What follows belongs to an exercise in optimizing a design on an open flow for small area, a short achievable clock period and few clock cycles per item; a production flow would make more cautious choices.
Function was checked by simulation only, so behaviour that the tests miss may differ from the original.

**design.v**
```verilog
module frac_sad_search #(
    parameter int WIDTH     = 8,
    parameter int HEIGHT    = 8,
    parameter int BITDEPTH  = 8,
    parameter int TAPS      = 8,
    parameter int HALF_TAPS = 3,
    parameter int SAD_W     = 14
) (
    input  logic                             clk,
    input  logic                             reset,
    input  logic                             in_valid,
    output logic                             in_ready,
    input  logic [(WIDTH+TAPS)*BITDEPTH-1:0] filter_pix,
    input  logic [WIDTH*BITDEPTH-1:0]        ref_pix,
    output logic                             out_valid,
    input  logic                             out_ack,
    output logic [SAD_W-1:0]                 sad_int,
    output logic [SAD_W-1:0]                 sad_h,
    output logic [SAD_W-1:0]                 sad_v,
    output logic [1:0]                       best_mode,
    output logic [SAD_W-1:0]                 best_sad
);
    localparam int BD   = BITDEPTH;
    localparam int NPX  = WIDTH + TAPS - 1;           
    localparam int LAST = HEIGHT + TAPS - 2;          
    localparam int RSW  = BD + $clog2(WIDTH);         
    logic [3:0]  cnt_q;            
    logic        ov_q;             
    logic        rdy_q;            
    logic        accept;
    logic [3:0]  cnt_d;
    logic        ov_d;
    logic        fin_q;
    assign in_ready = rdy_q;
    assign accept   = in_valid && rdy_q;
    always_comb begin
        cnt_d = cnt_q;
        if (accept) cnt_d = (cnt_q == 4'(LAST)) ? '0 : cnt_q + 4'd1;
        ov_d = ov_q;
        if (ov_q && out_ack) ov_d = 1'b0;
        else if (fin_q)      ov_d = 1'b1;
    end
    always_ff @(posedge clk) begin
        if (reset) begin
            cnt_q <= '0;
            ov_q  <= 1'b0;
            rdy_q <= 1'b1;
        end else begin
            cnt_q <= cnt_d;
            ov_q  <= ov_d;
            rdy_q <= !(ov_d && cnt_d == 4'(TAPS - 1));
        end
    end
    logic [NPX*BD-1:0]   row_q;
    logic [WIDTH*BD-1:0] ref_q;
    logic                v0_q, c0_q, f0_q, l0_q;
    always_ff @(posedge clk) begin
        row_q <= filter_pix[NPX*BD-1:0];
        ref_q <= ref_pix;
        c0_q  <= cnt_q >= 4'(TAPS - 1);
        f0_q  <= cnt_q == 4'(TAPS - 1);
        l0_q  <= cnt_q == 4'(LAST);
    end
    always_ff @(posedge clk) begin
        if (reset) v0_q <= 1'b0;
        else       v0_q <= accept;
    end
    localparam int CW = WIDTH * BD;                   
    localparam int EW = (NPX - WIDTH) * BD;           
    logic [CW-1:0] wc [TAPS-1];
    logic [EW-1:0] we [4];
    always_ff @(posedge clk) begin
        if (v0_q) begin
            for (int r = 0; r < TAPS - 2; r++) wc[r] <= wc[r+1];
            wc[TAPS-2] <= row_q[HALF_TAPS*BD +: CW];
            for (int r = 0; r < 3; r++) we[r] <= we[r+1];
            we[3] <= {row_q[NPX*BD-1 : (HALF_TAPS+WIDTH)*BD], row_q[HALF_TAPS*BD-1:0]};
        end
    end
    logic [NPX*BD-1:0]  hrow;
    logic [TAPS*BD-1:0] vcol [WIDTH];
    always_comb begin
        hrow = {we[0][EW-1 : HALF_TAPS*BD], wc[3], we[0][HALF_TAPS*BD-1:0]};
        for (int x = 0; x < WIDTH; x++) begin
            for (int t = 0; t < TAPS - 1; t++) vcol[x][t*BD +: BD] = wc[t][x*BD +: BD];
            vcol[x][(TAPS-1)*BD +: BD] = row_q[(x+HALF_TAPS)*BD +: BD];
        end
    end
    logic [9:0] vx [WIDTH], vy [WIDTH], hx [WIDTH], hy [WIDTH];
    logic       vc [WIDTH], hc [WIDTH];
    for (genvar x = 0; x < WIDTH; x++) begin : g_filt
        fsad_filt_cs u_v (.p(vcol[x]), .hx(vx[x]), .hy(vy[x]), .c6n(vc[x]));
        fsad_filt_cs u_h (.p(hrow[x*BD +: TAPS*BD]), .hx(hx[x]), .hy(hy[x]), .c6n(hc[x]));
    end
    logic [BD:0] di [WIDTH];
    always_comb begin
        for (int x = 0; x < WIDTH; x++) begin
            logic [BD:0] t;
            t = {1'b0, wc[3][x*BD +: BD]} - {1'b0, ref_q[x*BD +: BD]};
            di[x] = {t[BD], t[BD-1:0] ^ {BD{t[BD]}}};
        end
    end
    logic [9:0]    s1vx [WIDTH], s1vy [WIDTH], s1hx [WIDTH], s1hy [WIDTH];
    logic          s1vc [WIDTH], s1hc [WIDTH];
    logic [BD:0]   s1i [WIDTH];
    logic [BD-1:0] s1c [WIDTH];
    logic          v1_q, f1_q, l1_q;
    always_ff @(posedge clk) begin
        for (int x = 0; x < WIDTH; x++) begin
            s1vx[x] <= vx[x];
            s1vy[x] <= vy[x];
            s1vc[x] <= vc[x];
            s1hx[x] <= hx[x];
            s1hy[x] <= hy[x];
            s1hc[x] <= hc[x];
            s1i[x]  <= di[x];
            s1c[x]  <= ref_q[x*BD +: BD];
        end
        f1_q <= f0_q;
        l1_q <= l0_q;
    end
    always_ff @(posedge clk) begin
        if (reset) v1_q <= 1'b0;
        else       v1_q <= v0_q && c0_q;
    end
    logic [BD:0] dv [WIDTH], dh [WIDTH];
    for (genvar x = 0; x < WIDTH; x++) begin : g_diff
        fsad_filt_diff u_v (.hx(s1vx[x]), .hy(s1vy[x]), .c6n(s1vc[x]), .c(s1c[x]), .e(dv[x]));
        fsad_filt_diff u_h (.hx(s1hx[x]), .hy(s1hy[x]), .c6n(s1hc[x]), .c(s1c[x]), .e(dh[x]));
    end
    logic [RSW-1:0] rix, riy;
    fsad_rowsum_cs u_ri (.e0(s1i[0]), .e1(s1i[1]), .e2(s1i[2]), .e3(s1i[3]),
                         .e4(s1i[4]), .e5(s1i[5]), .e6(s1i[6]), .e7(s1i[7]), .rx(rix), .ry(riy));
    logic [BD:0]    s2v [WIDTH], s2h [WIDTH];
    logic [RSW-1:0] r2ix, r2iy;
    logic        v2_q, f2_q, l2_q;
    always_ff @(posedge clk) begin
        for (int x = 0; x < WIDTH; x++) begin
            s2v[x] <= dv[x];
            s2h[x] <= dh[x];
        end
        r2ix <= rix;
        r2iy <= riy;
        f2_q <= f1_q;
        l2_q <= l1_q;
    end
    always_ff @(posedge clk) begin
        if (reset) v2_q <= 1'b0;
        else       v2_q <= v1_q;
    end
    logic [RSW-1:0] rhx, rhy, rvx, rvy;
    fsad_rowsum_cs u_rh (.e0(s2h[0]), .e1(s2h[1]), .e2(s2h[2]), .e3(s2h[3]),
                         .e4(s2h[4]), .e5(s2h[5]), .e6(s2h[6]), .e7(s2h[7]), .rx(rhx), .ry(rhy));
    fsad_rowsum_cs u_rv (.e0(s2v[0]), .e1(s2v[1]), .e2(s2v[2]), .e3(s2v[3]),
                         .e4(s2v[4]), .e5(s2v[5]), .e6(s2v[6]), .e7(s2v[7]), .rx(rvx), .ry(rvy));
    logic [RSW-1:0] r3hx, r3hy, r3vx, r3vy;
    logic           v3_q, f3_q, l3_q;
    always_ff @(posedge clk) begin
        r3hx <= rhx;
        r3hy <= rhy;
        r3vx <= rvx;
        r3vy <= rvy;
        f3_q <= f2_q;
        l3_q <= l2_q;
    end
    always_ff @(posedge clk) begin
        if (reset) v3_q <= 1'b0;
        else       v3_q <= v2_q;
    end
    logic [SAD_W-1:0] acc_i;
    always_ff @(posedge clk) begin
        if (v2_q) acc_i <= (f2_q ? '0 : acc_i) + SAD_W'(r2ix) + SAD_W'(r2iy);
    end
    logic [SAD_W-1:0] acc_h, acc_v;
    always_ff @(posedge clk) begin
        if (v3_q) begin
            acc_h <= (f3_q ? '0 : acc_h) + SAD_W'(r3hx) + SAD_W'(r3hy);
            acc_v <= (f3_q ? '0 : acc_v) + SAD_W'(r3vx) + SAD_W'(r3vy);
        end
    end
    always_ff @(posedge clk) begin
        if (reset) fin_q <= 1'b0;
        else       fin_q <= v3_q && l3_q;
    end
    logic [1:0]       bm_c, bm_q;
    logic [SAD_W-1:0] bs_c, bs_q;
    always_comb begin
        logic hi, vi, vh;
        hi = acc_h < acc_i;
        vi = acc_v < acc_i;
        vh = acc_v < acc_h;
        if (hi) begin
            bm_c = vh ? 2'd2 : 2'd1;
            bs_c = vh ? acc_v : acc_h;
        end else begin
            bm_c = vi ? 2'd2 : 2'd0;
            bs_c = vi ? acc_v : acc_i;
        end
    end
    always_ff @(posedge clk) begin
        if (fin_q) begin
            bm_q <= bm_c;
            bs_q <= bs_c;
        end
    end
    assign out_valid = ov_q;
    assign sad_int   = acc_i;
    assign sad_h     = acc_h;
    assign sad_v     = acc_v;
    assign best_mode = bm_q;
    assign best_sad  = bs_q;
endmodule
module fsad_filt_cs (
    input  logic [63:0] p,
    output logic [9:0]  hx,
    output logic [9:0]  hy,
    output logic        c6n
);
    wire n1 = ~p[16];
    wire n2 = ~p[40];
    wire n3 = ~p[0];
    wire n4 = ~p[56];
    wire n5 = ~p[17];
    wire n6 = ~p[41];
    wire n7 = ~p[1];
    wire n8 = ~p[57];
    wire n9 = ~p[18];
    wire n10 = ~p[42];
    wire n11 = ~p[2];
    wire n12 = ~p[58];
    wire n13 = ~p[19];
    wire n14 = ~p[43];
    wire n15 = ~p[3];
    wire n16 = ~p[59];
    wire n17 = ~p[20];
    wire n18 = ~p[44];
    wire n19 = ~p[4];
    wire n20 = ~p[60];
    wire n21 = ~p[21];
    wire n22 = ~p[45];
    wire n23 = ~p[5];
    wire n24 = ~p[61];
    wire n25 = ~p[22];
    wire n26 = ~p[46];
    wire n27 = ~p[6];
    wire n28 = ~p[62];
    wire n29 = ~p[23];
    wire n30 = ~p[47];
    wire n31 = ~p[7];
    wire n32 = ~p[63];
    wire n33, n34;
    assign {n34, n33} = {1'b0, n1} + {1'b0, n2} + {1'b0, n3};
    wire n35, n36;
    assign {n36, n35} = {1'b0, n1} + {1'b0, n5} + {1'b0, n2};
    wire n37, n38;
    assign {n38, n37} = {1'b0, n6} + {1'b0, n7} + {1'b0, n8};
    wire n39, n40;
    assign {n40, n39} = {1'b0, n5} + {1'b0, n9} + {1'b0, n6};
    wire n41, n42;
    assign {n42, n41} = {1'b0, n10} + {1'b0, p[8]} + {1'b0, p[48]};
    wire n43, n44;
    assign {n44, n43} = {1'b0, p[24]} + {1'b0, p[32]} + {1'b0, n1};
    wire n45, n46;
    assign {n46, n45} = {1'b0, n9} + {1'b0, n13} + {1'b0, n2};
    wire n47, n48;
    assign {n48, n47} = {1'b0, n10} + {1'b0, n14} + {1'b0, p[9]};
    wire n49, n50;
    assign {n50, n49} = {1'b0, p[49]} + {1'b0, n15} + {1'b0, n16};
    wire n51, n52;
    assign {n52, n51} = {1'b0, p[25]} + {1'b0, p[33]} + {1'b0, n5};
    wire n53, n54;
    assign {n54, n53} = {1'b0, n13} + {1'b0, n17} + {1'b0, n6};
    wire n55, n56;
    assign {n56, n55} = {1'b0, n14} + {1'b0, n18} + {1'b0, p[10]};
    wire n57, n58;
    assign {n58, n57} = {1'b0, p[50]} + {1'b0, n19} + {1'b0, n20};
    wire n59, n60;
    assign {n60, n59} = {1'b0, p[24]} + {1'b0, p[26]} + {1'b0, p[32]};
    wire n61, n62;
    assign {n62, n61} = {1'b0, p[34]} + {1'b0, n9} + {1'b0, n17};
    wire n63, n64;
    assign {n64, n63} = {1'b0, n21} + {1'b0, n10} + {1'b0, n18};
    wire n65, n66;
    assign {n66, n65} = {1'b0, n22} + {1'b0, p[11]} + {1'b0, p[51]};
    wire n67, n68;
    assign {n68, n67} = {1'b0, n23} + {1'b0, n24} + {1'b0, 1'b1};
    wire n69, n70;
    assign {n70, n69} = {1'b0, p[25]} + {1'b0, p[27]} + {1'b0, p[33]};
    wire n71, n72;
    assign {n72, n71} = {1'b0, p[35]} + {1'b0, n13} + {1'b0, n21};
    wire n73, n74;
    assign {n74, n73} = {1'b0, n25} + {1'b0, n14} + {1'b0, n22};
    wire n75, n76;
    assign {n76, n75} = {1'b0, n26} + {1'b0, p[12]} + {1'b0, p[52]};
    wire n77, n78;
    assign {n78, n77} = {1'b0, p[26]} + {1'b0, p[28]} + {1'b0, p[34]};
    wire n79, n80;
    assign {n80, n79} = {1'b0, p[36]} + {1'b0, n17} + {1'b0, n25};
    wire n81, n82;
    assign {n82, n81} = {1'b0, n29} + {1'b0, n18} + {1'b0, n26};
    wire n83, n84;
    assign {n84, n83} = {1'b0, n30} + {1'b0, p[13]} + {1'b0, p[53]};
    wire n85, n86;
    assign {n86, n85} = {1'b0, p[27]} + {1'b0, p[29]} + {1'b0, p[35]};
    wire n87, n88;
    assign {n88, n87} = {1'b0, p[37]} + {1'b0, n21} + {1'b0, n29};
    wire n89, n90;
    assign {n90, n89} = {1'b0, n22} + {1'b0, n30} + {1'b0, p[14]};
    wire n91, n92;
    assign {n92, n91} = {1'b0, p[28]} + {1'b0, p[30]} + {1'b0, p[36]};
    wire n93, n94;
    assign {n94, n93} = {1'b0, p[38]} + {1'b0, n25} + {1'b0, n26};
    wire n95, n96;
    assign {n96, n95} = {1'b0, p[29]} + {1'b0, p[31]} + {1'b0, p[37]};
    wire n97, n98;
    assign {n98, n97} = {1'b0, p[39]} + {1'b0, n29} + {1'b0, n30};
    wire n99, n100;
    assign {n100, n99} = {1'b0, n34} + {1'b0, n35} + {1'b0, n37};
    wire n101, n102;
    assign {n102, n101} = {1'b0, n11} + {1'b0, n12} + {1'b0, n36};
    wire n103, n104;
    assign {n104, n103} = {1'b0, n38} + {1'b0, n39} + {1'b0, n41};
    wire n105, n106;
    assign {n106, n105} = {1'b0, 1'b1} + {1'b0, n40} + {1'b0, n42};
    wire n107, n108;
    assign {n108, n107} = {1'b0, n43} + {1'b0, n45} + {1'b0, n47};
    wire n109, n110;
    assign {n110, n109} = {1'b0, 1'b1} + {1'b0, n44} + {1'b0, n46};
    wire n111, n112;
    assign {n112, n111} = {1'b0, n48} + {1'b0, n50} + {1'b0, n51};
    wire n113, n114;
    assign {n114, n113} = {1'b0, n53} + {1'b0, n55} + {1'b0, n57};
    wire n115, n116;
    assign {n116, n115} = {1'b0, n52} + {1'b0, n54} + {1'b0, n56};
    wire n117, n118;
    assign {n118, n117} = {1'b0, n58} + {1'b0, n59} + {1'b0, n61};
    wire n119, n120;
    assign {n120, n119} = {1'b0, n63} + {1'b0, n65} + {1'b0, n67};
    wire n121, n122;
    assign {n122, n121} = {1'b0, n27} + {1'b0, n28} + {1'b0, n60};
    wire n123, n124;
    assign {n124, n123} = {1'b0, n62} + {1'b0, n64} + {1'b0, n66};
    wire n125, n126;
    assign {n126, n125} = {1'b0, n68} + {1'b0, n69} + {1'b0, n71};
    wire n127, n128;
    assign {n128, n127} = {1'b0, n31} + {1'b0, n32} + {1'b0, n70};
    wire n129, n130;
    assign {n130, n129} = {1'b0, n72} + {1'b0, n74} + {1'b0, n76};
    wire n131, n132;
    assign {n132, n131} = {1'b0, n77} + {1'b0, n79} + {1'b0, n81};
    wire n133, n134;
    assign {n134, n133} = {1'b0, p[54]} + {1'b0, n78} + {1'b0, n80};
    wire n135, n136;
    assign {n136, n135} = {1'b0, n82} + {1'b0, n84} + {1'b0, n85};
    wire n137, n138;
    assign {n138, n137} = {1'b0, p[15]} + {1'b0, p[55]} + {1'b0, n86};
    wire n139, n140;
    assign {n140, n139} = {1'b0, n88} + {1'b0, n90} + {1'b0, n91};
    wire n141, n142;
    assign {n142, n141} = {1'b0, n92} + {1'b0, n94} + {1'b0, n95};
    wire n143, n144;
    assign {n144, n143} = {1'b0, p[30]} + {1'b0, p[38]} + {1'b0, n96};
    wire n145, n146;
    assign {n146, n145} = {1'b0, n100} + {1'b0, n101} + {1'b0, n103};
    wire n147, n148;
    assign {n148, n147} = {1'b0, n49} + {1'b0, n102} + {1'b0, n104};
    wire n149, n150;
    assign {n150, n149} = {1'b0, n106} + {1'b0, n108} + {1'b0, n109};
    wire n151, n152;
    assign {n152, n151} = {1'b0, n110} + {1'b0, n112} + {1'b0, n114};
    wire n153, n154;
    assign {n154, n153} = {1'b0, n115} + {1'b0, n117} + {1'b0, n119};
    wire n155, n156;
    assign {n156, n155} = {1'b0, n73} + {1'b0, n75} + {1'b0, n116};
    wire n157, n158;
    assign {n158, n157} = {1'b0, n118} + {1'b0, n120} + {1'b0, n121};
    wire n159, n160;
    assign {n160, n159} = {1'b0, n83} + {1'b0, n122} + {1'b0, n124};
    wire n161, n162;
    assign {n162, n161} = {1'b0, n126} + {1'b0, n127} + {1'b0, n129};
    wire n163, n164;
    assign {n164, n163} = {1'b0, n87} + {1'b0, n89} + {1'b0, n128};
    wire n165, n166;
    assign {n166, n165} = {1'b0, n130} + {1'b0, n132} + {1'b0, n133};
    wire n167, n168;
    assign {n168, n167} = {1'b0, n93} + {1'b0, n134} + {1'b0, n136};
    wire n169, n170;
    assign {n170, n169} = {1'b0, n97} + {1'b0, n138} + {1'b0, n140};
    wire n171, n172;
    assign {n172, n171} = {1'b0, n98} + {1'b0, n142} + {1'b0, n143};
    wire n173, n174;
    assign {n174, n173} = {1'b0, p[31]} + {1'b0, p[39]} + {1'b0, n144};
    wire n175, n176;
    assign {n176, n175} = {1'b0, n105} + {1'b0, n107} + {1'b0, n146};
    wire n177, n178;
    assign {n178, n177} = {1'b0, n111} + {1'b0, n113} + {1'b0, n148};
    wire n179, n180;
    assign {n180, n179} = {1'b0, n150} + {1'b0, n151} + {1'b0, n153};
    wire n181, n182;
    assign {n182, n181} = {1'b0, n123} + {1'b0, n125} + {1'b0, n152};
    wire n183, n184;
    assign {n184, n183} = {1'b0, n154} + {1'b0, n155} + {1'b0, n157};
    wire n185, n186;
    assign {n186, n185} = {1'b0, n131} + {1'b0, n156} + {1'b0, n158};
    wire n187, n188;
    assign {n188, n187} = {1'b0, n135} + {1'b0, n160} + {1'b0, n162};
    wire n189, n190;
    assign {n190, n189} = {1'b0, n137} + {1'b0, n139} + {1'b0, n164};
    wire n191, n192;
    assign {n192, n191} = {1'b0, n141} + {1'b0, n168} + {1'b0, n169};
    wire n193, n194;
    assign {n194, n193} = {1'b0, n149} + {1'b0, n176} + {1'b0, n177};
    wire n195, n196;
    assign {n196, n195} = {1'b0, n180} + {1'b0, n181} + {1'b0, n183};
    wire n197, n198;
    assign {n198, n197} = {1'b0, n159} + {1'b0, n161} + {1'b0, n182};
    wire n199, n200;
    assign {n200, n199} = {1'b0, n163} + {1'b0, n165} + {1'b0, n186};
    wire n201, n202;
    assign {n202, n201} = {1'b0, n166} + {1'b0, n167} + {1'b0, n188};
    wire n203, n204;
    assign {n204, n203} = {1'b0, n170} + {1'b0, n171} + {1'b0, n192};
    wire n205, n206;
    assign {n206, n205} = {1'b0, n178} + {1'b0, n179} + {1'b0, n194};
    wire n207, n208;
    assign {n208, n207} = {1'b0, n184} + {1'b0, n185} + {1'b0, n196};
    wire n209, n210;
    assign {n210, n209} = {1'b0, n187} + {1'b0, n198} + {1'b0, n199};
    wire n211, n212;
    assign {n212, n211} = {1'b0, n189} + {1'b0, n200} + {1'b0, n201};
    wire n213, n214;
    assign {n214, n213} = {1'b0, n190} + {1'b0, n191} + {1'b0, n202};
    wire n215, n216;
    assign {n216, n215} = {1'b0, n172} + {1'b0, n173} + {1'b0, n204};
    wire [15:0] xi = {1'b1, 1'b1, ~n174, ~n215, ~n203, ~n212, ~n210, ~n208, ~n197, ~n195, ~n205, ~n193, ~n147, ~n145, ~n99, ~n4};
    wire [15:0] yi = {1'b1, 1'b1, ~n216, 1'b1, ~n214, ~n213, ~n211, ~n209, ~n207, ~n206, 1'b1, 1'b1, ~n175, 1'b1, 1'b1, ~n33};
    wire [6:0] lo = {1'b0, xi[5:0]} + {1'b0, yi[5:0]} + 7'd1;
    assign hx  = xi[15:6];
    assign hy  = yi[15:6];
    assign c6n = lo[6];
endmodule
module fsad_filt_diff (
    input  logic [9:0] hx,
    input  logic [9:0] hy,
    input  logic       c6n,
    input  logic [7:0] c,
    output logic [8:0] e
);
    wire [9:0] sn = hx + hy + {9'd0, c6n} + 10'd96;
    wire [9:0] w  = hx + hy + {9'd0, c6n} + 10'd96 + {2'd0, c};
    always_comb begin
        if (!sn[9])     e = {1'b0, c};            
        else if (!sn[8]) e = {1'b0, ~c};          
        else            e = {~w[9], w[7:0] ^ {8{w[9]}}};
    end
endmodule
module fsad_rowsum_cs (
    input  logic [8:0]  e0,
    input  logic [8:0]  e1,
    input  logic [8:0]  e2,
    input  logic [8:0]  e3,
    input  logic [8:0]  e4,
    input  logic [8:0]  e5,
    input  logic [8:0]  e6,
    input  logic [8:0]  e7,
    output logic [10:0] rx,
    output logic [10:0] ry
);
    wire n1, n2;
    assign {n2, n1} = {1'b0, e0[0]} + {1'b0, e0[8]} + {1'b0, e1[0]};
    wire n3, n4;
    assign {n4, n3} = {1'b0, e1[8]} + {1'b0, e2[0]} + {1'b0, e2[8]};
    wire n5, n6;
    assign {n6, n5} = {1'b0, e3[0]} + {1'b0, e3[8]} + {1'b0, e4[0]};
    wire n7, n8;
    assign {n8, n7} = {1'b0, e4[8]} + {1'b0, e5[0]} + {1'b0, e5[8]};
    wire n9, n10;
    assign {n10, n9} = {1'b0, e0[1]} + {1'b0, e1[1]} + {1'b0, e2[1]};
    wire n11, n12;
    assign {n12, n11} = {1'b0, e3[1]} + {1'b0, e4[1]} + {1'b0, e5[1]};
    wire n13, n14;
    assign {n14, n13} = {1'b0, e0[2]} + {1'b0, e1[2]} + {1'b0, e2[2]};
    wire n15, n16;
    assign {n16, n15} = {1'b0, e6[0]} + {1'b0, e6[8]} + {1'b0, e7[0]};
    wire n17, n18;
    assign {n18, n17} = {1'b0, e6[1]} + {1'b0, e7[1]} + {1'b0, n2};
    wire n19, n20;
    assign {n20, n19} = {1'b0, n4} + {1'b0, n6} + {1'b0, n8};
    wire n21, n22;
    assign {n22, n21} = {1'b0, e3[2]} + {1'b0, e4[2]} + {1'b0, e5[2]};
    wire n23, n24;
    assign {n24, n23} = {1'b0, e6[2]} + {1'b0, e7[2]} + {1'b0, n10};
    wire n25, n26;
    assign {n26, n25} = {1'b0, e0[3]} + {1'b0, e1[3]} + {1'b0, e2[3]};
    wire n27, n28;
    assign {n28, n27} = {1'b0, e3[3]} + {1'b0, e4[3]} + {1'b0, e5[3]};
    wire n29, n30;
    assign {n30, n29} = {1'b0, e6[3]} + {1'b0, e7[3]} + {1'b0, n14};
    wire n31, n32;
    assign {n32, n31} = {1'b0, e0[4]} + {1'b0, e1[4]} + {1'b0, e2[4]};
    wire n33, n34;
    assign {n34, n33} = {1'b0, e3[4]} + {1'b0, e4[4]} + {1'b0, e5[4]};
    wire n35 = e6[4] ^ e7[4];
    wire n36 = e6[4] & e7[4];
    wire n37, n38;
    assign {n38, n37} = {1'b0, e0[5]} + {1'b0, e1[5]} + {1'b0, e2[5]};
    wire n39, n40;
    assign {n40, n39} = {1'b0, e3[5]} + {1'b0, e4[5]} + {1'b0, e5[5]};
    wire n41 = e6[5] ^ e7[5];
    wire n42 = e6[5] & e7[5];
    wire n43, n44;
    assign {n44, n43} = {1'b0, e0[6]} + {1'b0, e1[6]} + {1'b0, e2[6]};
    wire n45, n46;
    assign {n46, n45} = {1'b0, e3[6]} + {1'b0, e4[6]} + {1'b0, e5[6]};
    wire n47 = e6[6] ^ e7[6];
    wire n48 = e6[6] & e7[6];
    wire n49, n50;
    assign {n50, n49} = {1'b0, e0[7]} + {1'b0, e1[7]} + {1'b0, e2[7]};
    wire n51, n52;
    assign {n52, n51} = {1'b0, e3[7]} + {1'b0, e4[7]} + {1'b0, e5[7]};
    wire n53 = e6[7] ^ e7[7];
    wire n54 = e6[7] & e7[7];
    wire n55, n56;
    assign {n56, n55} = {1'b0, e7[8]} + {1'b0, n1} + {1'b0, n3};
    wire n57, n58;
    assign {n58, n57} = {1'b0, n9} + {1'b0, n11} + {1'b0, n16};
    wire n59, n60;
    assign {n60, n59} = {1'b0, n12} + {1'b0, n13} + {1'b0, n18};
    wire n61, n62;
    assign {n62, n61} = {1'b0, n20} + {1'b0, n21} + {1'b0, n23};
    wire n63, n64;
    assign {n64, n63} = {1'b0, n22} + {1'b0, n24} + {1'b0, n25};
    wire n65 = n27 ^ n29;
    wire n66 = n27 & n29;
    wire n67, n68;
    assign {n68, n67} = {1'b0, n26} + {1'b0, n28} + {1'b0, n30};
    wire n69, n70;
    assign {n70, n69} = {1'b0, n31} + {1'b0, n33} + {1'b0, n35};
    wire n71, n72;
    assign {n72, n71} = {1'b0, n32} + {1'b0, n34} + {1'b0, n36};
    wire n73, n74;
    assign {n74, n73} = {1'b0, n37} + {1'b0, n39} + {1'b0, n41};
    wire n75, n76;
    assign {n76, n75} = {1'b0, n38} + {1'b0, n40} + {1'b0, n42};
    wire n77, n78;
    assign {n78, n77} = {1'b0, n43} + {1'b0, n45} + {1'b0, n47};
    wire n79, n80;
    assign {n80, n79} = {1'b0, n44} + {1'b0, n46} + {1'b0, n48};
    wire n81, n82;
    assign {n82, n81} = {1'b0, n49} + {1'b0, n51} + {1'b0, n53};
    wire n83, n84;
    assign {n84, n83} = {1'b0, n50} + {1'b0, n52} + {1'b0, n54};
    wire n85, n86;
    assign {n86, n85} = {1'b0, n5} + {1'b0, n7} + {1'b0, n15};
    wire n87, n88;
    assign {n88, n87} = {1'b0, n17} + {1'b0, n19} + {1'b0, n56};
    wire n89, n90;
    assign {n90, n89} = {1'b0, n58} + {1'b0, n59} + {1'b0, n61};
    wire n91, n92;
    assign {n92, n91} = {1'b0, n60} + {1'b0, n62} + {1'b0, n63};
    wire n93, n94;
    assign {n94, n93} = {1'b0, n64} + {1'b0, n66} + {1'b0, n67};
    wire n95, n96;
    assign {n96, n95} = {1'b0, n68} + {1'b0, n70} + {1'b0, n71};
    wire n97, n98;
    assign {n98, n97} = {1'b0, n72} + {1'b0, n74} + {1'b0, n75};
    wire n99, n100;
    assign {n100, n99} = {1'b0, n76} + {1'b0, n78} + {1'b0, n79};
    wire n101, n102;
    assign {n102, n101} = {1'b0, n80} + {1'b0, n82} + {1'b0, n83};
    wire n103, n104;
    assign {n104, n103} = {1'b0, n57} + {1'b0, n86} + {1'b0, n87};
    wire n105 = n88 ^ n89;
    wire n106 = n88 & n89;
    wire n107, n108;
    assign {n108, n107} = {1'b0, n65} + {1'b0, n90} + {1'b0, n91};
    wire n109, n110;
    assign {n110, n109} = {1'b0, n69} + {1'b0, n92} + {1'b0, n93};
    wire n111, n112;
    assign {n112, n111} = {1'b0, n73} + {1'b0, n94} + {1'b0, n95};
    wire n113, n114;
    assign {n114, n113} = {1'b0, n77} + {1'b0, n96} + {1'b0, n97};
    wire n115, n116;
    assign {n116, n115} = {1'b0, n81} + {1'b0, n98} + {1'b0, n99};
    wire n117 = n100 ^ n101;
    wire n118 = n100 & n101;
    wire n119 = n84 ^ n102;
    wire n120 = n84 & n102;
    assign rx = {n120, n118, n116, n114, n112, n110, n108, n106, n104, n103, n55};
    assign ry = {1'b0, n119, n117, n115, n113, n111, n109, n107, n105, 1'b0, n85};
endmodule
```
**flow/run.sh**
```bash
#!/bin/bash
# Standard layout (the standard.sh, unchanged synthesis), with port buffers of
# type buf_2 and timing repair aimed at a tighter setup margin.
bash standard.sh SETUP_SLACK_MARGIN=8.2 'BUFFER_PORTS_ARGS=-buffer_cell sky130_fd_sc_hd__buf_2' finish > standard.log 2>&1
```
**standard.sh**
```bash
#!/bin/bash
# synth_recipe.tcl (not shown) runs the flow's synth.tcl, then flattens the netlist and writes it again
# the make line also repeats each setting of config.mk as NAME=value (left out here)
make -C /OpenROAD-flow-scripts/flow DESIGN_CONFIG=/design/flow/config.mk WORK_HOME=/design/flow/orfs CLKGATE_MAP_FILE= SYNTH_SCRIPT=/design/flow/synth_recipe.tcl "${@:-finish}"
```
**config.mk**
```make
export PLATFORM = sky130hd
export DESIGN_NAME = frac_sad_search
export DESIGN_NICKNAME = frac_sad_search
export VERILOG_FILES = /design/flow/design.v
export SDC_FILE = /design/flow/constraint.sdc
export NUM_CORES = 4
export LEC_CHECK = 0
export CAP_MARGIN = 50
export CORE_MARGIN = 2
export CORE_UTILIZATION = 40
export CTS_BUF_LIST = sky130_fd_sc_hd__clkbuf_8 sky130_fd_sc_hd__clkbuf_16
export CTS_CLUSTER_DIAMETER = 60
export CTS_CLUSTER_SIZE = 20
export SLEW_MARGIN = 75
```
**constraint.sdc**
```tcl
create_clock -name core_clock -period 12.0 [get_ports {clk}]
set_input_delay 2.4000 -clock core_clock [delete_from_list [all_inputs] [get_ports {clk}]]
set_output_delay 2.4000 -clock core_clock [all_outputs]
set_load 0.01 [all_outputs]
```
==> metrics.cfg, run 1 <==
[worst_setup_path]
crit_arrival_ns=1.52
crit_fanout=3
critPathBufInv=1
cp_data_required_time_ns=9.60
worstSetupStartpointType=flip-flop
cpLargestDelayFamily=flip-flops
crit_type=flip-flop to output port
critPathMaxStageDelay_ns=0.49
critPathCaptureType=output port
path_cells=buf_2
cp_slowest_cell=edfxtp_1

[clocking]
hold_buffers=0
cts_root_buf=clkbuf_16
clockBufferDepth=3
worst_skew_pair.late_latency_ns=0.86
cts_htree_levels=4
path_clk_slew_ns=0.07
cts_buffers=148
cts_tree=yes
cts_sinks=1530

[sta]
period_share=0.327
hold_ws_ns=0.329
maxSlewViolCount=0
finalCriticalPeriod_ns=3.92
fmax_ghz=0.255
skew_ns=0.0545
fin_tns_setup_ns=0
tightestPinTransition_ns=0.424
hold_viol_final=0
slew_headroom=0.715
rsz0062_at_grt=yes
setup-violations-final=0

[logic_synthesis]
synth_fa_ha_area_frac=0.409
synthMuxAreaShare=0.00236
syn_area_sq_um=98800
synth_edf_count=730
synth_xor_area_frac=0.0304
syn-num-nets=9973
ys_seq_area_frac=0.384
ys.flop_type=dfxtp_1
synthArstFlopShare=0
synthSimpleGateAreaFrac=0.0437
synth_top_family_by_area=adder cells
ys_ff_latch=1530
ys_warn_count=38
synth_area_per_cell_sq_um=13.1
synth_compound_area_frac=0.0663
netlist-cell-type-count=85
syn-instance-count=7545

[layout]
area_delta_synth_final_pct=18.1
mostFrequentLayoutCell=inv_1
layout.cells.non_filler=11700
drive_gt1_frac=0.208
fillCellCount=21400
final_net_count=10800
final_cell_mix=1563 x inv_1, 1355 x fa_1, 740 x dfxtp_1
fin_area_sq_um=117000

[global_routing]
grt_pass1_wl_microns=397000
gr-usage-all-layers=0.215
grt_max_degree=47
overflow=0
antenna_found_initial=16
grt_pass1_vias=61900

[floorplanning]
coreArea_sq_um=246000
io_pins=256
dieWidth_microns=501
rows=182
start_util=0.402
die_h_microns=501
die_area_sq_um=251000

[drt]
drc=0
wl_microns=267000
vias=57900
firstDrtPassIters=10
routedWlPerCell_microns=22.8
detail-route-antenna-nets=0
first_iter_violations=4172
vias_per_cell=4.94

[status]
outcome=complete, no violations

[min_path]
hold_class=flip-flop to flip-flop

[placement]
numPortBuffers=247
hpwlAfterDp_microns=217000
dpl.cell_count=11200
placed_cell_area_sq_um=107000
gp_congestion=0.942

[run]
max-cap-violations=0

[cell usage after synthesis, drive strengths merged, types with 12 or more instances]
cell | number | share of area
or3 | 13 | 0.00082
a22o | 13 | 0.0012
o221a | 103 | 0.012
dfxtp | 800 | 0.16
a31oi | 13 | 0.00082
a21boi | 38 | 0.0029
or2 | 42 | 0.0027
o31ai | 44 | 0.0040
o221ai | 14 | 0.0012
mux2i | 21 | 0.0021
o21ai | 203 | 0.010
a21oi | 132 | 0.0069
a222oi | 13 | 0.0013
nand3 | 159 | 0.0081
a21o | 47 | 0.0036
xor2 | 64 | 0.0057
ha | 566 | 0.072
a2111oi | 12 | 0.0018
a211oi | 54 | 0.0043
clkbuf | 42 | 0.0016
nor2b | 99 | 0.0063
fa | 1666 | 0.34
o211ai | 19 | 0.0014
xnor2 | 279 | 0.025
inv | 1632 | 0.062
nand2 | 90 | 0.0034
edfxtp | 730 | 0.22
nand2b | 53 | 0.0034
and3 | 14 | 0.00089
nor2 | 295 | 0.011
o31a | 18 | 0.0016
nor3 | 39 | 0.0020
o21a | 47 | 0.0036
[final timing paths]
kind / startpoint / to / slack, ns / depth (start not counted)
hold reg to reg: l1_q$_DFF_P_ / l2_q$_DFF_P_ / 0.33 / 0
setup / recovery: acc_h[1]$_DFFE_PP_ / sad_h[1] / 8.08 / 1
hold / removal: l1_q$_DFF_P_ / l2_q$_DFF_P_ / 0.33 / 0
setup reg to reg: wc[3][43]$_DFFE_PP_ / g_diff[3].u_h.hy[1]$_DFF_P_ / 8.11 / 10
[stage by stage]
stage	setup WS (ns)	util
2_1_floorplan	6.69	-
3_3_place_gp	6.75	0.427
3_5_place_dp	7.67	0.437
4_1_cts	8.01	0.466
5_1_grt	8.02	0.475
6_report	8.08	0.475
[final cells by class]
type                            count  area [sq um]  share of cell area
Clock inverter                    120          1610              0.0138
Sequential cell                  1530         38000               0.326
Timing Repair Buffer              725          6020              0.0516
Inverter                         1632          6330              0.0543
Clock buffer                      158          3890              0.0333
Multi-Input combinational cell   4336         56700               0.486
Antenna cell                        8          20.0            0.000172
Tap cell                         3220          4030              0.0345
[layer usage]
| layer | share of wire | vias up | GRT usage |
|---|---|---|---|
| met5 | 0.00024 | - | 0 |
| met4 | 0.045 | 10 | 0.0846 |
| met3 | 0.060 | 446 | 0.0381 |
| met2 | 0.46 | 1699 | 0.337 |
| met1 | 0.44 | 29700 | 0.298 |
| li1 | - | 26100 | - |
[state kept, by name (all words and copies together), names as in the netlist, 64 cells and up]
register and count:
s1i 72, row_q 120, s1hx 64, we 224, s2v 72, s1vx 64
s2h 72, ref_q 64, s1c 64, wc 448
[repair_timing]
action                                  4_1_cts  5_1_grt
endpoints found under the setup margin      194      258
resized for setup                           217      242
endpoints found under the hold margin         0        0
pin swaps                                    68      135
setup buffers                               125       98
cloned                                        0        1
[logic make-up (layout without fill, tap and decap cells)]
| kind of cell | Yosys count | count (layout) |
|---|---|---|
| simple gates | 865 | 865 |
| fa+ha+maj | 2232 | 2232 |
| compound gates | 873 | 873 |
| buf+inv | 1679 | 2635 |
| flops | 1530 | 1530 |
| xor+xnor | 343 | 343 |
| other cells | 0 | 8 |
| mux | 23 | 23 |
Testbench counts, summed over its fixed seeds: cycles 15,408, blocks 1,024.
==> run 2: changes to the inputs <==
==> flow/run.sh (replaced) <==
#!/bin/bash
# Standard layout (the standard.sh, unchanged synthesis), with port buffers of
# type buf_2 and timing repair aimed at a tighter setup margin.
bash standard.sh SETUP_SLACK_MARGIN=8 'BUFFER_PORTS_ARGS=-buffer_cell sky130_fd_sc_hd__buf_2' finish > standard.log 2>&1
--- a/config.mk
+++ b/config.mk
@@ -5,10 +5,10 @@
 export SDC_FILE = /design/flow/constraint.sdc
 export NUM_CORES = 4
 export LEC_CHECK = 0
-export CAP_MARGIN = 50
+export CAP_MARGIN = 30
 export CORE_MARGIN = 2
 export CORE_UTILIZATION = 40
 export CTS_BUF_LIST = sky130_fd_sc_hd__clkbuf_8 sky130_fd_sc_hd__clkbuf_16
 export CTS_CLUSTER_DIAMETER = 60
 export CTS_CLUSTER_SIZE = 20
-export SLEW_MARGIN = 75
+export SLEW_MARGIN = 40
==> metrics.cfg, run 2 <==
[status]
outcome=complete, no violations

[sta]
fin_tns_setup_ns=0
maxSlewViolCount=0
period_share=0.330
worst_slack_ns=8.04
rsz0062_at_grt=yes
hold_viol_final=0
tightestPinTransition_ns=0.934
setup-violations-final=0
hold_ws_ns=0.332
slew_headroom=0.373
skew_ns=0.0408
finalCriticalPeriod_ns=3.96
fmax_ghz=0.253

[worst_setup_path]
reg2reg_setup_slack_ns=8.04
critPathCaptureType=flip-flop
rr_endpoint=g_diff[4].u_h.hy[3]$_DFF_P_
critPathMaxStageDelay_ns=0.53
crit_arrival_ns=4.67
path_cells=buf_12, clkinvlp_4, buf_4, fa_1, fa_1, fa_1, fa_1, fa_1, fa_1
cp_data_required_time_ns=12.71
crit_type=flip-flop to flip-flop
critPathBufInv=3
crit_fanout=10
cpLargestDelayFamily=adder cells
r2r-start=wc[3][60]$_DFFE_PP_
ff2ff_path_depth=9
crit_top_cell=fa_1
crit_start=wc[3][60]$_DFFE_PP_
worstSetupStartpointType=flip-flop
cp_slowest_cell=fa_1
path_depth=9
timing.critical_path.to=g_diff[4].u_h.hy[3]$_DFF_P_

[run]
max-cap-violations=0

[logic_synthesis]
synth_area_leaders=fa_1 34%, edfxtp_1 22%, dfxtp_1 16%
netlist-cell-type-count=85
ys_warn_count=38
ys_seq_area_frac=0.384
synthArstFlopShare=0
synth.largest_area_cell=fa_1
synth_edf_count=730
syn-num-nets=9973
synth.cells.most_frequent=1666 x fa_1, 1632 x inv_1, 800 x dfxtp_1
syn-instance-count=7545
synth_area_per_cell_sq_um=13.1
syn_area_sq_um=98800
netlist.area_leader.share=0.338
synth.most_common_cell=fa_1
ys.flop_type=dfxtp_1
ys_ff_latch=1530

[clocking]
hold_buffers=0
worst_skew_pair.late_latency_ns=0.86
cts_buffers=149
path_clk_slew_ns=0.08
cts_htree_levels=4
cts_root_buf=clkbuf_16
cts_tree=yes
clockBufferDepth=3
cts_sinks=1530

[floorplanning]
die_h_microns=501
dieWidth_microns=501
io_pins=256
die_area_sq_um=251000
start_util=0.402
rows=182
coreArea_sq_um=246000

[layout]
multi_input_area_sq_um=54700
reg_top3=wc: 448 flops, we: 224 flops, row_q: 120 flops
utilization=0.456
final_net_count=10600
drive_gt1_frac=0.125
final_cell_mix=1640 x fa_1, 1594 x inv_1, 799 x dfxtp_1
ff_latch_area_sq_um=37900
fillCellCount=21900
area_delta_synth_final_pct=13.5
mostFrequentLayoutCell=fa_1
fin_area_sq_um=112000
largest_register=wc
layout.cells.non_filler=11500
largest_reg_flops=448

[global_routing]
grt_pass1_vias=60700
overflow=0
grt_pass1_wl_microns=390000
antenna_found_initial=17
gr-usage-all-layers=0.212
grt_max_degree=161

[drt]
detail-route-antenna-nets=0
routedWlPerCell_microns=22.7
vias=56900
wl_microns=262000
firstDrtPassIters=9
vias_per_cell=4.95
drc=0
first_iter_violations=4592

[placement]
placed_cell_area_sq_um=105000
hpwlAfterDp_microns=211000
dpl.cell_count=11100
pre_cts_slack_ns=7.48
gp_congestion=0.946
numPortBuffers=247

[min_path]
hold_class=flip-flop to flip-flop

run 2: changes by cell type in the layout (fill, tap and decap cells not counted), sizes merged, moves of 4 or more:
cell | before | now
buf | 697 | 497
clkbuf | 171 | 159
clkinvlp | 30 | 22
clkdlybuf4s50 | 6 | 0
diode | 8 | 2
clkdlybuf4s15 | 4 | 0
clkinv | 40 | 44
run 2: worst min-delay path by stage:
stage                     slack [ns]  cells after the start    startpoint            to
after floorplan                 0.31                      0  f0_q$_DFF_P_  f1_q$_DFF_P_
after global placement          0.32                      0  f0_q$_DFF_P_  f1_q$_DFF_P_
after detailed placement        0.31                      0  l2_q$_DFF_P_  l3_q$_DFF_P_
after CTS                       0.33                      0  f1_q$_DFF_P_  f2_q$_DFF_P_
after global routing            0.34                      0  l1_q$_DFF_P_  l2_q$_DFF_P_
final                           0.33                      0  l1_q$_DFF_P_  l2_q$_DFF_P_
run 2: final cells by class:
class | instances | share of cell area
Clock buffer | 159 | 0.0350
Multi-Input combinational cell | 4336 | 0.488
Clock inverter | 119 | 0.0135
Timing Repair Buffer | 497 | 0.0331
Tap cell | 3220 | 0.0359
Sequential cell | 1530 | 0.338
Antenna cell | 2 | 0.0000446
Inverter | 1632 | 0.0558
run 2: cells by family after synthesis:
| logic type | share of synthesized area |
|---|---|
| compound gates | 0.0663 |
| xor+xnor | 0.0304 |
| fa+ha+maj | 0.409 |
| buf+inv | 0.0638 |
| flops | 0.384 |
| mux | 0.00236 |
| simple gates | 0.0437 |
run 2: timing repair:
action / CTS / global route
endpoints found under the setup margin: 121 / 78
hold endpoints to repair: 0 / 0
gates resized for setup: 90 / 81
pin swaps: 0 / 11
buffers inserted: 70 / 82
run 2: metal layers:
layer,GRT usage,vias up,wire (microns)
li1,-,25600,-
met1,0.291,29100,113000
met2,0.333,1829,119000
met3,0.0434,443,19100
met4,0.0783,0,10600
met5,0,-,0
==> run 3: changes to the inputs <==
--- a/config.mk
+++ b/config.mk
@@ -5,10 +5,10 @@
 export SDC_FILE = /design/flow/constraint.sdc
 export NUM_CORES = 4
 export LEC_CHECK = 0
-export CAP_MARGIN = 30
+export CAP_MARGIN = 20
 export CORE_MARGIN = 2
 export CORE_UTILIZATION = 40
 export CTS_BUF_LIST = sky130_fd_sc_hd__clkbuf_8 sky130_fd_sc_hd__clkbuf_16
 export CTS_CLUSTER_DIAMETER = 60
 export CTS_CLUSTER_SIZE = 20
-export SLEW_MARGIN = 40
+export SLEW_MARGIN = 20
==> metrics.cfg, run 3 <==
[sta]
period_share=0.329
tightestPinTransition_ns=1.23
hold_viol_final=0
rsz0062_at_grt=no
setup-violations-final=0
fmax_ghz=0.253
skew_ns=0.0504
fin_tns_setup_ns=0
slew_headroom=0.177
finalCriticalPeriod_ns=3.95
worst_slack_ns=8.05
maxSlewViolCount=0
hold_ws_ns=0.332

[layout]
drive_gt1_frac=0.124
area_delta_synth_final_pct=13.5
mostFrequentLayoutCell=fa_1
final_net_count=10600
reg_top3=wc: 448 flops, we: 224 flops, row_q: 120 flops
largest_register=wc
final_cell_mix=1645 x fa_1, 1597 x inv_1, 799 x dfxtp_1
largest_reg_flops=448

[floorplanning]
start_util=0.402
die_area_sq_um=251000
die_h_microns=501
io_pins=256
coreArea_sq_um=246000
dieWidth_microns=501
rows=182

[worst_setup_path]
crit_type=flip-flop to output port
path_cells=buf_2
critPathCaptureType=output port
crit_arrival_ns=1.55
crit_start=acc_h[8]$_DFFE_PP_
worstSetupStartpointType=flip-flop
crit_fanout=3
cp_slowest_cell=edfxtp_1
cpLargestDelayFamily=flip-flops
r2r-start=wc[3][61]$_DFFE_PP_
critPathMaxStageDelay_ns=0.49
cp_data_required_time_ns=9.60
critPathBufInv=1

[drt]
detail-route-antenna-nets=0
firstDrtPassIters=8
wl_microns=263000
vias_per_cell=4.97
vias=57200
drc=0
first_iter_violations=4643
routedWlPerCell_microns=22.9

[logic_synthesis]
netlist-cell-type-count=85
syn-num-nets=9973
synth_edf_count=730
synthArstFlopShare=0
ys_seq_area_frac=0.384
ys_ff_latch=1530
ys.flop_type=dfxtp_1
ys_warn_count=38
syn-instance-count=7545
netlist.area_leader.share=0.338
synth_area_leaders=fa_1 34%, edfxtp_1 22%, dfxtp_1 16%
syn_area_sq_um=98800
synth.most_common_cell=fa_1
synth.cells.most_frequent=1666 x fa_1, 1632 x inv_1, 800 x dfxtp_1
synth.largest_area_cell=fa_1
synth_area_per_cell_sq_um=13.1

[placement]
numPortBuffers=247
hpwlAfterDp_microns=211000
gp_congestion=0.946
pre_cts_slack_ns=6.78

[clocking]
cts_sinks=1530
clockBufferDepth=3
cts_buffers=146
cts_root_buf=clkbuf_16
cts_tree=yes
path_clk_slew_ns=0.08
cts_htree_levels=4
worst_skew_pair.late_latency_ns=0.86
hold_buffers=0

[global_routing]
grt_pass1_wl_microns=392000
grt_pass1_vias=61000
grt_max_degree=183
antenna_found_initial=20
overflow=0
gr-usage-all-layers=0.213

[min_path]
min_from=f1_q$_DFF_P_
hold_class=flip-flop to flip-flop

[run]
max-cap-violations=0

[status]
outcome=complete, no violations

[run 3: changes by cell type in the layout (fill, tap and decap cells not counted), moves of 6 or more]
cell | before | now
buf_4 | 194 | 210
buf_12 | 33 | 45
xnor2_1 | 272 | 278
inv_2 | 12 | 5
clkinvlp_4 | 22 | 40
clkinv_2 | 13 | 7
xnor2_2 | 7 | 1
[run 3: layout make-up]
| type | count | area (sq um) |
|---|---|---|
| fill | 21800 | 134000 |
| multi-input combinational | 4336 | 54700 |
| sequential | 1530 | 37900 |
| inverter | 1632 | 6280 |
| tap | 3220 | 4030 |
| timing repair buffer | 513 | 3850 |
| clock buffer | 154 | 3810 |
| clock inverter | 119 | 1530 |
| antenna | 1 | 2.50 |
[run 3: cells by family (layout without fill, tap and decap cells)]
logic type | Yosys count | count (layout) | synth area share
buf+inv | 1679 | 2418 | 0.0638
other cells | 0 | 1 | 0
mux | 23 | 23 | 0.00236
fa+ha+maj | 2232 | 2232 | 0.409
simple gates | 865 | 865 | 0.0437
flops | 1530 | 1530 | 0.384
xor+xnor | 343 | 343 | 0.0304
compound gates | 873 | 873 | 0.0663
[run 3: per-stage QoR]
| step | instance area [sq um] | cells | util |
|---|---|---|---|
| floorplan | 98800 | 7545 | - |
| global placement | 105000 | 11100 | 0.426 |
| detailed placement | 105000 | 11100 | 0.426 |
| CTS | 111000 | 11400 | 0.453 |
| global route | 112000 | 11500 | 0.456 |
| finish | 112000 | 11500 | 0.456 |
[run 3: worst register-to-register path, cell delays in order, from the launching register on]
cell and delay [ns]:
edfxtp_1 0.59, buf_4 0.30, fa_1 0.53, inv_1 0.06
fa_1 0.45, fa_1 0.49, fa_1 0.43, fa_1 0.47
fa_1 0.53
[run 3: worst paths after layout]
check / end / slack [ns] / cells past startpoint
worst max-delay path: sad_h[8] / 8.05 / 1
worst max register to register: s1hx[7][6]$_DFF_P_ / 8.06 / 8
worst min-delay path: f2_q$_DFF_P_ / 0.33 / 0
worst min register to register: f2_q$_DFF_P_ / 0.33 / 0
[run 3: layer usage]
layer	wire length [microns]	vias up	part of all wire	GRT usage
li1	-	25600	-	-
met1	113000	29200	0.43	0.294
met2	120000	1903	0.46	0.336
met3	19200	418	0.073	0.0431
met4	10000	6	0.038	0.0735
met5	50	-	0.00019	0
[run 3: timing repair]
action / CTS / global route
buffers inserted: 116 / 65
cloned: 0 / 0
setup endpoints to repair: 226 / 95
pin swaps: 0 / 8
resized for setup: 96 / 73
==> run 4: changes to the inputs <==
--- a/config.mk
+++ b/config.mk
@@ -5,10 +5,10 @@
 export SDC_FILE = /design/flow/constraint.sdc
 export NUM_CORES = 4
 export LEC_CHECK = 0
-export CAP_MARGIN = 20
+export CAP_MARGIN = 50
 export CORE_MARGIN = 2
 export CORE_UTILIZATION = 40
 export CTS_BUF_LIST = sky130_fd_sc_hd__clkbuf_8 sky130_fd_sc_hd__clkbuf_16
 export CTS_CLUSTER_DIAMETER = 60
 export CTS_CLUSTER_SIZE = 20
-export SLEW_MARGIN = 20
+export SLEW_MARGIN = 75
==> metrics.cfg, run 4 <==
[placement]
placed_cell_area_sq_um=107000
gp_congestion=0.946
hpwlAfterDp_microns=215000
pre_cts_slack_ns=7.61
dpl.cell_count=11200
numPortBuffers=247

[layout]
fin_area_sq_um=114000
largest_reg_flops=448
reg_top3=wc: 448 flops, we: 224 flops, row_q: 120 flops
drive_gt1_frac=0.154
mostFrequentLayoutCell=fa_1
final_cell_mix=1601 x fa_1, 1586 x inv_1, 763 x dfxtp_1
final_net_count=10600
layout.cells.non_filler=11500
area_delta_synth_final_pct=15.2
utilization=0.463
largest_register=wc
fillCellCount=21700

[clocking]
hold_buffers=0
path_clk_slew_ns=0.08
worst_skew_pair.late_latency_ns=0.85
cts_tree=yes
cts_sinks=1530
clockBufferDepth=3
cts_htree_levels=4
cts_buffers=148
cts_root_buf=clkbuf_16

[sta]
worst_slack_ns=8.06
fin_tns_setup_ns=0
fmax_ghz=0.254
slew_headroom=0.687
rsz0062_at_grt=yes
tightestPinTransition_ns=0.466
hold_ws_ns=0.330
setup-violations-final=0
hold_viol_final=0
maxSlewViolCount=0
period_share=0.328
skew_ns=0.0445
finalCriticalPeriod_ns=3.94

[floorplanning]
rows=182
io_pins=256
coreArea_sq_um=246000
dieWidth_microns=501
start_util=0.402
die_h_microns=501
die_area_sq_um=251000

[logic_synthesis]
ys_ff_latch=1530
netlist-cell-type-count=85
synth_area_per_cell_sq_um=13.1
synth.cells.most_frequent=1666 x fa_1, 1632 x inv_1, 800 x dfxtp_1
synth_area_leaders=fa_1 34%, edfxtp_1 22%, dfxtp_1 16%
synth.largest_area_cell=fa_1
ys_warn_count=38
synthArstFlopShare=0
ys_seq_area_frac=0.384
syn-instance-count=7545
syn_area_sq_um=98800
synth.most_common_cell=fa_1
syn-num-nets=9973
netlist.area_leader.share=0.338
ys.flop_type=dfxtp_1
synth_edf_count=730

[global_routing]
grt_pass1_wl_microns=393000
grt_max_degree=49
overflow=0
use_met1=0.297
met2_usage=0.335
gr-usage-all-layers=0.213
grt_util_met3=0.0339
grt_pass1_vias=61500
antenna_found_initial=20
top_usage_layer=met2

[drt]
first_iter_violations=4272
detail-route-antenna-nets=0
vias=57300
firstDrtPassIters=10
routedWlPerCell_microns=22.7
drc=0
vias_per_cell=4.96
wl_microns=262000

[worst_setup_path]
crit_type=flip-flop to flip-flop
crit_arrival_ns=4.64
cp_slowest_cell=fa_2
cp_data_required_time_ns=12.70
worstSetupStartpointType=flip-flop
path_cells=buf_6, buf_8, buf_6, buf_6, fa_2, inv_2, fa_2, fa_2, fa_1, fa_2, fa_1
cpLargestDelayFamily=adder cells
critPathCaptureType=flip-flop
crit_top_cell=fa_2
critPathMaxStageDelay_ns=0.59
crit_fanout=2
critPathBufInv=5

[run]
max-cap-violations=0

[min_path]
hold_class=flip-flop to flip-flop

[status]
outcome=complete, no violations

[run 4: changes by cell type in the layout (fill, tap and decap cells not counted), moves of 44 or more]
cell     change
buf_2       +66
xnor2_1     -44
fa_1        -44
buf_4       -74
fa_2        +44
xnor2_2     +44
[run 4: kinds of logic (layout without fill, tap and decap cells)]
family,count (synthesis),in the layout,synth area share
fa+ha+maj,2232,2232,0.409
buf+inv,1679,2453,0.0638
flops,1530,1530,0.384
compound gates,873,873,0.0663
simple gates,865,865,0.0437
xor+xnor,343,343,0.0304
mux,23,23,0.00236
other cells,0,3,0
[run 4: layout make-up]
cell class                      count  area, sq um  share of cell area
Multi-Input combinational cell   4336        56100               0.493
Clock inverter                    124         1690              0.0149
Sequential cell                  1530        38000               0.334
Timing Repair Buffer              546         3980              0.0350
Clock buffer                      151         3740              0.0329
Antenna cell                        3         7.51           0.0000660
Inverter                         1632         6260              0.0550
Tap cell                         3220         4030              0.0354
[run 4: what timing repair did]
item,4_1_cts,5_1_grt
resized for setup,78,92
endpoints found under the setup margin,96,83
pin swaps,10,37
buffers inserted,35,35
[run 4: worst paths after layout]
check | start | endpoint | slack, ns | depth (start not counted)
setup reg to reg | wc[3][40]$_DFFE_PP_ | g_diff[4].u_h.hy[1]$_DFF_P_ | 8.06 | 11
setup / recovery | wc[3][40]$_DFFE_PP_ | g_diff[4].u_h.hy[1]$_DFF_P_ | 8.06 | 11
hold / removal | f1_q$_DFF_P_ | f2_q$_DFF_P_ | 0.33 | 0
hold reg to reg | f1_q$_DFF_P_ | f2_q$_DFF_P_ | 0.33 | 0
[run 4: layer usage]
layer / vias up / routed length, microns
met5: - / 31
li1: 25700 / -
met3: 465 / 16600
met1: 29300 / 114000
met4: 6 / 11100
met2: 1839 / 120000
==> run 5: changes to the inputs <==
==> config.mk (replaced) <==
export PLATFORM = sky130hd
export DESIGN_NAME = frac_sad_search
export DESIGN_NICKNAME = frac_sad_search
export VERILOG_FILES = /design/flow/design.v
export SDC_FILE = /design/flow/constraint.sdc
export NUM_CORES = 4
export LEC_CHECK = 0
export CAP_MARGIN = 30
export CORE_MARGIN = 2
export CORE_UTILIZATION = 40
export CTS_BUF_LIST = sky130_fd_sc_hd__clkbuf_16
export CTS_CLUSTER_DIAMETER = 80
export CTS_CLUSTER_SIZE = 30
export GPL_ROUTABILITY_DRIVEN = 0
export SLEW_MARGIN = 40
==> metrics.cfg, run 5 <==
[status]
outcome=complete, no violations

[drt]
wl_microns=258000
vias=56800
firstDrtPassIters=6
first_iter_violations=4386
drc=0
vias_per_cell=4.98
detail-route-antenna-nets=0
routedWlPerCell_microns=22.6

[sta]
slew_headroom=0.428
hold_ws_ns=0.336
tightestPinTransition_ns=0.853
rsz0062_at_grt=yes
maxSlewViolCount=0
setup-violations-final=0
period_share=0.341
finalCriticalPeriod_ns=4.09
fin_tns_setup_ns=0
skew_ns=0.0689
fmax_ghz=0.244
hold_viol_final=0

[worst_setup_path]
ff2ff_path_depth=10
rr_endpoint=g_diff[1].u_h.hy[1]$_DFF_P_
crit_arrival_ns=4.85
reg2reg_setup_slack_ns=7.91
r2r-start=wc[3][26]$_DFFE_PP_
crit_fanout=5
worstSetupStartpointType=flip-flop
critPathCaptureType=flip-flop
cp_data_required_time_ns=12.76
crit_type=flip-flop to flip-flop

[logic_synthesis]
synth.most_common_cell=fa_1
syn_area_sq_um=98800
synthArstFlopShare=0
synth.cells.most_frequent=1666 x fa_1, 1632 x inv_1, 800 x dfxtp_1
ys_warn_count=38
synth_edf_count=730
synth_area_per_cell_sq_um=13.1
ys.flop_type=dfxtp_1
netlist-cell-type-count=85
synth.largest_area_cell=fa_1
netlist.area_leader.share=0.338
ys_ff_latch=1530
syn-num-nets=9973
synth_area_leaders=fa_1 34%, edfxtp_1 22%, dfxtp_1 16%
ys_seq_area_frac=0.384
syn-instance-count=7545

[floorplanning]
dieWidth_microns=501
coreArea_sq_um=246000
io_pins=256
start_util=0.402
rows=182
die_h_microns=501
die_area_sq_um=251000

[global_routing]
antenna_found_initial=24
grt_pass1_vias=60400
top_usage_layer=met2
gr-usage-all-layers=0.208
use_met1=0.282
met2_usage=0.329
grt_pass1_wl_microns=385000
overflow=0
grt_util_met3=0.0410
grt_max_degree=160

[min_path]
whs_path_depth=0
hold_class=flip-flop to flip-flop
min_from=l1_q$_DFF_P_
min_to=l2_q$_DFF_P_

[layout]
mostFrequentLayoutCell=fa_1
drive_gt1_frac=0.115
area_delta_synth_final_pct=12.1
largest_reg_flops=448
fin_area_sq_um=111000
final_net_count=10500
utilization=0.451
largest_register=wc
reg_top3=wc: 448 flops, we: 224 flops, row_q: 120 flops
final_cell_mix=1622 x fa_1, 1594 x inv_1, 799 x dfxtp_1

[placement]
placed_cell_area_sq_um=105000
numPortBuffers=247
hpwlAfterDp_microns=208000

[clocking]
cts_tree=yes
hold_buffers=0
path_clk_slew_ns=0.10
cts_sinks=1530
cts_htree_levels=3
worst_skew_pair.late_latency_ns=0.82
clockBufferDepth=3
cts_buffers=106
cts_root_buf=clkbuf_16

[run]
max-cap-violations=0

run 5: per-layer routing:
metal,share of wire,up-vias,wire (microns)
li1,-,25400,-
met1,0.42,28900,109000
met2,0.46,2001,118000
met3,0.073,483,18900
met4,0.046,2,11900
met5,0.000050,-,13
run 5: what timing repair did:
action                                  in CTS  in global routing
endpoints found under the setup margin     138                 89
pin swaps                                    9                 20
setup buffers                               74                 51
resized for setup                          103                 65
gates cloned                                 0                  0
run 5: area by class of cell:
class / instances / area, sq um
tap: 3220 / 4030
clock inverter: 90 / 1470
timing repair buffer: 465 / 3450
inverter: 1632 / 6240
sequential: 1530 / 37900
clock buffer: 111 / 2780
multi-input combinational: 4336 / 54800
antenna: 12 / 30.0
fill: 21900 / 135000
run 5: worst max-delay path: stages (launching register included):
cell	delay [ns]
edfxtp_1	0.51
buf_12	0.17
clkinvlp_4	0.21
buf_6	0.19
fa_1	0.47
inv_1	0.06
fa_2	0.54
fa_1	0.49
fa_2	0.43
fa_2	0.40
fa_2	0.56
run 5: logic make-up (layout without fill, tap and decap cells):
family / after synthesis / in the layout / synth area share
muxes: 23 / 23 / 0.00236
adders and majority gates: 2232 / 2232 / 0.409
DFF: 1530 / 1530 / 0.384
buffers and inverters: 1679 / 2298 / 0.0638
xor gates and xnor gates: 343 / 343 / 0.0304
AOI/OAI and AO/OA: 873 / 873 / 0.0663
other: 0 / 12 / 0
and+or+nand+nor: 865 / 865 / 0.0437
run 5: how the worst max path moves through the flow:
stage | start | endpoint | cells past startpoint
3_5_place_dp | wc[3][26]$_DFFE_PP_ | g_diff[1].u_h.hy[1]$_DFF_P_ | 9
2_1_floorplan | v0_q$_SDFF_PP0_ | wc[0][0]$_DFFE_PP_ | 0
6_report | wc[3][26]$_DFFE_PP_ | g_diff[1].u_h.hy[1]$_DFF_P_ | 10
5_1_grt | wc[3][26]$_DFFE_PP_ | g_diff[1].u_h.hy[1]$_DFF_P_ | 10
4_1_cts | wc[3][26]$_DFFE_PP_ | g_diff[2].u_h.hy[1]$_DFF_P_ | 9
3_3_place_gp | wc[3][9]$_DFFE_PP_ | g_diff[1].u_h.hy[1]$_DFF_P_ | 7
run 5: metrics by stage:
step	setup WS [ns]	instances
floorplan	6.69	7545
global placement	6.94	11000
detailed placement	7.36	11100
CTS	7.90	11300
global route	7.88	11400
finish	7.91	11400

-- static timing again, ports no longer ideal --
No port has a modelled driver above. Below, the same layouts with a new extraction and two added sets of constraints.
Step 1 assumes that a clkbuf_16 drives the clock port and a buf_2 every other input.
Step 2 adds t to the input delays and takes it off the output delays; t is the mean of the earliest and latest rising clock arrival at the registers after step 1. Input paths then give back, and output paths get back, about the clock's delay inside the block.
Slacks: no drivers / after step 1 / after step 2; pairs: no drivers / after step 1.
run	t (ns)	slack for setup (ns)	pins driven straight from the clock port
run 1	0.924	8.076 / 7.983 / 8.108	1
run 2	0.926	8.044 / 7.975 / 8.044	1
run 3	0.928	8.051 / 7.962 / 8.055	1
run 4	0.923	8.064 / 7.980 / 8.064	1
run 5	0.883	7.909 / 7.909 / 7.909	1
After both steps every run listed still meets setup and hold.
